Source: an optimization exercise on an open RTL-to-GDS flow (aim: small area, a short achievable clock period and few clock cycles). Production flows keep margins and buffers that such runs may drop. The RTL was checked by simulation tests, not by an equivalence proof against the original design. Power is estimated from default activity; no workload was simulated.

Setup of run D:
## wr_gen_top
module wr_gen_top
(
  input  logic                      clk,
  input  logic                      reset_n,
  input  logic                      i_cfg_wr,
  input  wr_gen_cfg_pkg::cfg_addr_t  i_cfg_addr,
  input  wr_gen_cfg_pkg::cfg_data_t  i_cfg_data,
  input  logic                      i_start,
  input  wr_gen_data_pkg::addr_t     i_base_addr,
  input  wr_gen_data_pkg::pattern_t  i_start_pattern,
  input  logic                      i_wr_ready,
  output logic                      o_busy,
  output logic                      o_wr_valid,
  output wr_gen_data_pkg::addr_t     o_wr_addr,
  output wr_gen_data_pkg::line_t     o_wr_data,
  output wr_gen_cfg_pkg::byte_mask_t o_wr_strb
);
  wr_gen_cfg_pkg::incr_t     incr;
  wr_gen_cfg_pkg::cfg_data_t mask_lo_n;
  wr_gen_cfg_pkg::cfg_data_t mask_hi_n;
  wr_gen_cfg_pkg::psize_t    psize;
  wr_gen_cfg_pkg::wcount_t   wcount;
  logic                      busy;
  logic                      valid;
  wr_gen_cfg_pkg::wcount_t   left;    
  wr_gen_data_pkg::addr_t    addr;
  logic [31:0]               lane_n;  
  logic [31:0]               lane;
  logic ps1, ps2, ps4, psv;
  logic start_acc, accept, last;
  logic [31:0] lane_start;
  logic [31:0] lane_inc;
  logic [3:0]  full;
  logic [3:0]  cin;
  logic [63:0] byte_mask;
  logic [63:0] mask_n;
  assign ps1 = (psize == 3'd1);
  assign ps2 = (psize == 3'd2);
  assign ps4 = (psize == 3'd4);
  assign psv = ps1 | ps2 | ps4;
  assign start_acc = i_start && !busy;
  assign accept    = valid && i_wr_ready;
  assign last      = (left == 9'd1);
  always_ff @(posedge clk)
  begin
    if (!reset_n)
    begin
      incr    <= '0;
      mask_lo_n <= '1;
      mask_hi_n <= '1;
      psize   <= '0;
      wcount  <= '0;
    end
    else if (i_cfg_wr && !busy)
    begin
      case (i_cfg_addr)
        3'd0:    incr    <= i_cfg_data;
        3'd1: mask_lo_n <= ~i_cfg_data;
        3'd2: mask_hi_n <= ~i_cfg_data;
        3'd3:   psize   <= i_cfg_data[2:0];
        3'd4:   wcount  <= i_cfg_data[9-1:0];
        default: ;
      endcase
    end
  end
  logic [51:0] addr_inc;
  logic        c16;         
  logic        c16_next;
  logic [16:0] lo_sum;
  logic [17:0] la_sum;
  ...
export LEC_CHECK = 0
export CAP_MARGIN = 20
export CORE_AREA = 5 5 260 260
export CTS_CLUSTER_DIAMETER = 100
export CTS_CLUSTER_SIZE = 20
export DIE_AREA = 0 0 265 265
export SETUP_SLACK_MARGIN = 2.2
export SLEW_MARGIN = 20
create_clock -name core_clock -period 5.0 [get_ports {clk}]
standard.sh (not shown) runs the stock make flow with config.mk's settings and CLKGATE_MAP_FILE= SYNTH_SCRIPT=/design/flow/synth_recipe.tcl, a recipe that flattens the netlist after the stock synthesis.
==> flow/flow/run.sh <==
#!/bin/bash
# The standard layout, with the port buffers made from the smallest
# plain buffer instead of the cell buffer_ports picks by itself
set -euo pipefail
export BUFFER_PORTS_ARGS="-buffer_cell sky130_fd_sc_hd__buf_1"
bash standard.sh > standard_sh.log 2>&1
Testbench counts of run D, summed over its fixed seeds: cycles 15,876.
Edits applied to the flow inputs when going from run D to run C:
Settings: changing SETUP_SLACK_MARGIN from 2.2 to 2.3.
==> summary.txt <==
- Core utilization essentially unchanged between run C and run D.
- Share of cell area taken by multi-input logic gates: higher on run C
- Final clock period utilization by the worst path ends up lower on run C.
- Between run C and run D, the difference in final instance count without filler cells is negligible.

* * *

Setup of v35:
Another version of the RTL of wr_gen_top (not shown whole).
Size in the first run: about 1900 cells after synthesis, roughly 200 flip-flops, ~750 I/O pins, about 0.014 mm^2 of cells after synthesis.
==> flow/design.v (excerpt) <==
module wr_gen_top
(
  input  logic                      clk,
  input  logic                      reset_n,
  input  logic                      i_cfg_wr,
  input  wr_gen_cfg_pkg::cfg_addr_t  i_cfg_addr,
  input  wr_gen_cfg_pkg::cfg_data_t  i_cfg_data,
  input  logic                      i_start,
  input  wr_gen_data_pkg::addr_t     i_base_addr,
  input  wr_gen_data_pkg::pattern_t  i_start_pattern,
  input  logic                      i_wr_ready,
  output logic                      o_busy,
  output logic                      o_wr_valid,
  output wr_gen_data_pkg::addr_t     o_wr_addr,
  output wr_gen_data_pkg::line_t     o_wr_data,
  output wr_gen_cfg_pkg::byte_mask_t o_wr_strb
);
Settings: LEC_CHECK=0, CAP_MARGIN=20, CORE_AREA=5 5 260 260, CTS_CLUSTER_DIAMETER=100, CTS_CLUSTER_SIZE=20, DIE_AREA=0 0 265 265, SETUP_SLACK_MARGIN=2.6, SLEW_MARGIN=20; clock period 5.0 ns.
Scripts as last shown in full above: flow/flow/run.sh
v35 reached the final stage; the timing, DRC and antenna checks on its layout passed.
Testbench counts of v35, summed over its fixed seeds: cycles 15,876.
#### Input delta (v19 over v35)
Settings: swapping 2.6 for 2.5 in SETUP_SLACK_MARGIN.
Notes after the runs:
- Summary of v19 over v35: global-route track usage on met2 fell 0.72 points, sequential share of power picked up an extra 2.0 points, wire length lower, overall power consumption has decreased.
- Via count of the first global-routing pass, v19 and v35: higher on v35
- v19 against v35: post-route core utilization down 5.0 points, final instance area fell by 15%.
- v19 vs v35: amount of wire on met2 after detailed routing down by more than 10%
- Relative to v35, global-route wire length before repair has gone down in v19.
- The worst reg-to-reg setup slack number comes out lower for v19 vs v35.
- On initial antenna violation count, the higher figure sits with v35, not v19.
[inputs] v34 vs v19
Settings: swapping 2.5 for 2.3 in SETUP_SLACK_MARGIN.
==> summary.txt <==
- addr[34] as the end point of the critical path was reported by v34, and addr[49] by v19.
- Every stage of the flow completed for v34, and the final layout passed the timing, DRC and antenna checks.
- v19 went all the way through synthesis, placement and routing and the layout is clean on timing, DRC and antenna.
- Summary of v34 over v19: clock power went up, fmax shrank by 13 MHz, total design power now larger.

* * *

Setup of job 6573:
The RTL this note starts from:
==> flow/design.v <==
package wr_gen_cfg_pkg;
  typedef logic [2:0] cfg_addr_t;
  typedef logic [31:0] cfg_data_t;
  typedef logic [31:0] incr_t;
  typedef logic [64-1:0] byte_mask_t;
  typedef logic [2:0] psize_t;
  typedef logic [9-1:0] wcount_t;
endpackage
package wr_gen_data_pkg;
  typedef logic [52-1:0] addr_t;
  typedef logic [32-1:0] pattern_t;
  typedef logic [9-1:0] index_t;
  typedef logic [64*8-1:0] line_t;
  typedef enum logic [1:0] {
    IDLE  = 2'd0,
    RUN   = 2'd1,
    DRAIN = 2'd2,
    DONE  = 2'd3
  } seq_state_t;
endpackage
`timescale 1ns/10ps
module wr_gen_top
(
  input  logic                      clk,
  input  logic                      reset_n,
  input  logic                      i_cfg_wr,
  input  wr_gen_cfg_pkg::cfg_addr_t  i_cfg_addr,
  input  wr_gen_cfg_pkg::cfg_data_t  i_cfg_data,
  input  logic                      i_start,
  input  wr_gen_data_pkg::addr_t     i_base_addr,
  input  wr_gen_data_pkg::pattern_t  i_start_pattern,
  input  logic                      i_wr_ready,
  output logic                      o_busy,
  output logic                      o_wr_valid,
  output wr_gen_data_pkg::addr_t     o_wr_addr,
  output wr_gen_data_pkg::line_t     o_wr_data,
  output wr_gen_cfg_pkg::byte_mask_t o_wr_strb
);
  wr_gen_cfg_pkg::incr_t     incr;
  wr_gen_cfg_pkg::cfg_data_t mask_lo_n;
  wr_gen_cfg_pkg::cfg_data_t mask_hi_n;
  wr_gen_cfg_pkg::psize_t    psize;
  wr_gen_cfg_pkg::wcount_t   wcount;
  logic                      busy;
  logic                      valid;
  wr_gen_cfg_pkg::wcount_t   left;    
  wr_gen_data_pkg::addr_t    addr;
  logic [31:0]               lane_n;  
  logic [31:0]               lane;
  logic ps1, ps2, ps4, psv;
  logic start_acc, accept, last;
  logic [31:0] lane_start;
  logic [31:0] lane_inc;
  logic [3:0]  full;
  logic [3:0]  cin;
  logic [63:0] byte_mask;
  logic [63:0] mask_n;
  assign ps1 = (psize == 3'd1);
  assign ps2 = (psize == 3'd2);
  assign ps4 = (psize == 3'd4);
  assign psv = ps1 | ps2 | ps4;
  assign start_acc = i_start && !busy;
  assign accept    = valid && i_wr_ready;
  assign last      = (left == 9'd1);
  always_ff @(posedge clk)
  begin
    if (!reset_n)
    begin
      incr    <= '0;
      mask_lo_n <= '1;
      mask_hi_n <= '1;
      psize   <= '0;
      wcount  <= '0;
    end
    else if (i_cfg_wr && !busy)
    begin
      case (i_cfg_addr)
        3'd0:    incr    <= i_cfg_data;
        3'd1: mask_lo_n <= ~i_cfg_data;
        3'd2: mask_hi_n <= ~i_cfg_data;
        3'd3:   psize   <= i_cfg_data[2:0];
        3'd4:   wcount  <= i_cfg_data[9-1:0];
        default: ;
      endcase
    end
  end
  logic [51:0] addr_inc;
  logic        c16;         
  logic        c16_next;
  logic [16:0] lo_sum;
  logic [17:0] la_sum;
  logic [16:0] mid_sum;
  logic [16:0] st_sum;
  logic [19:0] hi_inc;
  always_comb
  begin
    lo_sum  = {1'b0, addr[15:0]} + {1'b0, incr[15:0]};
    mid_sum = {1'b0, addr[31:16]} + {1'b0, incr[31:16]} + {16'd0, c16};
    hi_inc  = addr[51:32] + 20'd1;
    addr_inc = {mid_sum[16] ? hi_inc : addr[51:32], mid_sum[15:0], lo_sum[15:0]};
    la_sum   = {2'b0, addr[15:0]} + {1'b0, incr[15:0], 1'b0};
    c16_next = c16 ? la_sum[17] : (la_sum[17] | la_sum[16]);
    st_sum   = {1'b0, i_base_addr[15:0]} + {1'b0, incr[15:0]};
  end
  always_ff @(posedge clk)
  begin
    if (!reset_n)
    begin
      busy  <= 1'b0;
      valid <= 1'b0;
    end
    else if (start_acc)
    begin
      busy  <= 1'b1;
      valid <= (wcount != '0);
    end
    else
    begin
      busy  <= valid && !(accept && last);
      valid <= valid && !(accept && last);
    end
  end
  always_comb
  begin
    case (psize)
      3'd1:    lane_start = {4{i_start_pattern[7:0]}};
      3'd2:    lane_start = {2{i_start_pattern[15:0]}};
      3'd4:    lane_start = i_start_pattern;
      default: lane_start = '0;
    endcase
  end
  always_comb
  begin
    for (int j = 0; j < 4; j++)
      full[j] = &lane[8*j +: 8];
    cin[0] = 1'b1;
    cin[1] = ps1 | full[0];
    cin[2] = ps4 ? (full[0] & full[1]) : 1'b1;
    cin[3] = ps4 ? (full[0] & full[1] & full[2]) : (ps1 | full[2]);
    for (int j = 0; j < 4; j++)
      for (int k = 0; k < 8; k++)
        lane_inc[8*j+k] = lane[8*j+k] ^ (cin[j] & (&(lane[8*j +: 8] | ~(8'hff >> (8 - k)))));
  end
  always_ff @(posedge clk)
  begin
    if (start_acc)
    begin
      addr <= i_base_addr;
      c16  <= st_sum[16];
      left <= wcount;
    end
    else if (accept)
    begin
      addr <= addr_inc;
      c16  <= c16_next;
      left <= left - 1'b1;
    end
  end
  always_ff @(posedge clk)
  begin
    if (!reset_n)
      lane_n <= '1;
    else if (start_acc)
      lane_n <= ~lane_start;
    else if (accept && psv)
      lane_n <= ~lane_inc;
  end
  assign lane      = ~lane_n;
  assign mask_n    = {mask_hi_n, mask_lo_n};
  assign byte_mask = ~mask_n;
  always_comb
  begin
    for (int i = 0; i < 64; i++)
      o_wr_data[8*i +: 8] = ~({8{mask_n[i]}} | lane_n[8*(i%4) +: 8]);
  end
  assign o_busy     = busy;
  assign o_wr_valid = valid;
  assign o_wr_addr  = addr;
  assign o_wr_strb  = byte_mask;
endmodule
==> flow/config.mk <==
export PLATFORM = sky130hd
export DESIGN_NAME = wr_gen_top
export DESIGN_NICKNAME = wr_gen_top
export VERILOG_FILES = /design/flow/design.v
export SDC_FILE = /design/flow/constraint.sdc
export NUM_CORES = 4
export LEC_CHECK = 0
export CAP_MARGIN = 20
export CORE_AREA = 5 5 260 260
export CTS_CLUSTER_DIAMETER = 100
export CTS_CLUSTER_SIZE = 20
export DIE_AREA = 0 0 265 265
export SETUP_SLACK_MARGIN = 2.75
export SLEW_MARGIN = 20
==> flow/constraint.sdc <==
create_clock -name core_clock -period 5.0 [get_ports {clk}]
set_input_delay 1.0000 -clock core_clock [delete_from_list [all_inputs] [get_ports {clk}]]
set_output_delay 1.0000 -clock core_clock [all_outputs]
set_load 0.01 [all_outputs]
Scripts as last shown in full above: flow/flow/run.sh
Job 6573: all stages complete, timing, DRC and antenna checks passed
Testbench counts of job 6573, summed over its fixed seeds: cycles 15,876.
[inputs] job 2890 vs job 6573
Settings: SETUP_SLACK_MARGIN now 2.4, was 2.75.
==> comparison <==
- Re overall power: job 6573 was higher than job 2890.
- Transition time at the pin with the least slew margin in job 2890 is 55 ps below job 6573.
- Non-clock buffer count was lower in job 2890 than in job 6573.

* * *

RTL: one of the versions met above, not the one the previous note started from.
For scale: ~750 I/O pins, ~0.013 mm² of cells after synthesis.
Design wr_gen_top, start of the top module:
module wr_gen_top
(
  input  logic                      clk,
  input  logic                      reset_n,
  input  logic                      i_cfg_wr,
  input  wr_gen_cfg_pkg::cfg_addr_t  i_cfg_addr,
  input  wr_gen_cfg_pkg::cfg_data_t  i_cfg_data,
  input  logic                      i_start,
  input  wr_gen_data_pkg::addr_t     i_base_addr,
  input  wr_gen_data_pkg::pattern_t  i_start_pattern,
  input  logic                      i_wr_ready,
  output logic                      o_busy,
  output logic                      o_wr_valid,
  output wr_gen_data_pkg::addr_t     o_wr_addr,
  output wr_gen_data_pkg::line_t     o_wr_data,
  output wr_gen_cfg_pkg::byte_mask_t o_wr_strb
);
  wr_gen_cfg_pkg::incr_t     incr;
  wr_gen_cfg_pkg::cfg_data_t mask_lo_n;
  wr_gen_cfg_pkg::cfg_data_t mask_hi_n;
  wr_gen_cfg_pkg::psize_t    psize;
  wr_gen_cfg_pkg::wcount_t   wcount;
  logic                      busy;
  logic                      valid;
  wr_gen_cfg_pkg::wcount_t   left;    
  wr_gen_data_pkg::addr_t    addr;
  logic [31:0]               lane_n;  
  logic [31:0]               lane;
  logic ps1, ps2, ps4, psv;
  logic start_acc, accept, last;
  logic [31:0] lane_start;
  logic [31:0] lane_inc;
  logic [3:0]  full;
  logic [3:0]  cin;
  logic [63:0] byte_mask;
  logic [63:0] mask_n;
  assign ps1 = (psize == 3'd1);
  assign ps2 = (psize == 3'd2);
  assign ps4 = (psize == 3'd4);
  ...
clock: 5.0 ns
lec_check: 0
cap_margin: 20
core_area: 5 5 260 260
cts_cluster_diameter: 100
cts_cluster_size: 20
die_area: 0 0 265 265
setup_slack_margin: 2.4
slew_margin: 20
Scripts as last shown in full above: flow/flow/run.sh
The starting point completed with no timing, DRC or antenna violations.
Testbench counts at the start, summed over its fixed seeds: cycles 15,876.
Next try:
SETUP_SLACK_MARGIN = 2.5   (was 2.4)
Worst setup slack loses 0.069 ns.
Non-clock buffer count rose by 17.
Cell count rose by 0.58%.
Global-route usage rose by 0.56 points.
Total power fell by 1.1%.
Final area rose by 1.7%.
Via count rose by 0.68%.

what the ideal ports hide:
The results above use ideal ports. As a check the final layouts listed here were re-extracted and re-timed, cells and wires unchanged. Step 1: set_driving_cell puts a clkbuf_16 on clk and a buf_2 on each other input, an assumption about the parent block. Step 2 moves the port delays by t, midway between the first and last clock arrival at a register: inputs arrive t later, outputs are due t later. That takes back most of the time a late clock gives input paths. Slacks: ideal / step 1 / step 2; pairs: ideal / step 1.
run | t (ns) | setup WS [ns] | latest minus earliest clock arrival (ns) | worst data-port slew with drivers (ns)
run D | 0.559 | 2.255 / 2.200 / 1.918 | 0.051 / 0.052 | 0.16
run C | 0.544 | 2.299 / 2.299 / 2.044 | 0.032 / 0.031 | 0.17
v35 | 0.574 | 2.332 / 2.332 / 2.022 | 0.030 / 0.029 | 0.14
v19 | 0.574 | 2.304 / 2.304 / 2.118 | 0.029 / 0.029 | 0.15
v34 | 0.581 | 2.204 / 2.204 / 1.978 | 0.037 / 0.037 | 0.13
job 6573 | 0.579 | 2.359 / 2.359 / 2.108 | 0.037 / 0.037 | 0.16
job 2890 | 0.570 | 2.213 / 2.213 / 1.950 | 0.039 / 0.038 | 0.14
the first run of note 4 | 0.551 | 2.331 / 2.331 / 1.833 | 0.025 / 0.025 | 0.18
the second run of note 4 | 0.556 | 2.262 / 2.262 / 1.866 | 0.033 / 0.033 | 0.17
After both steps every run listed still meets setup and hold. The setup slack of the first run of note 4, which loses most, moves by 0.000 ns with the drivers and by -0.498 ns with both steps.
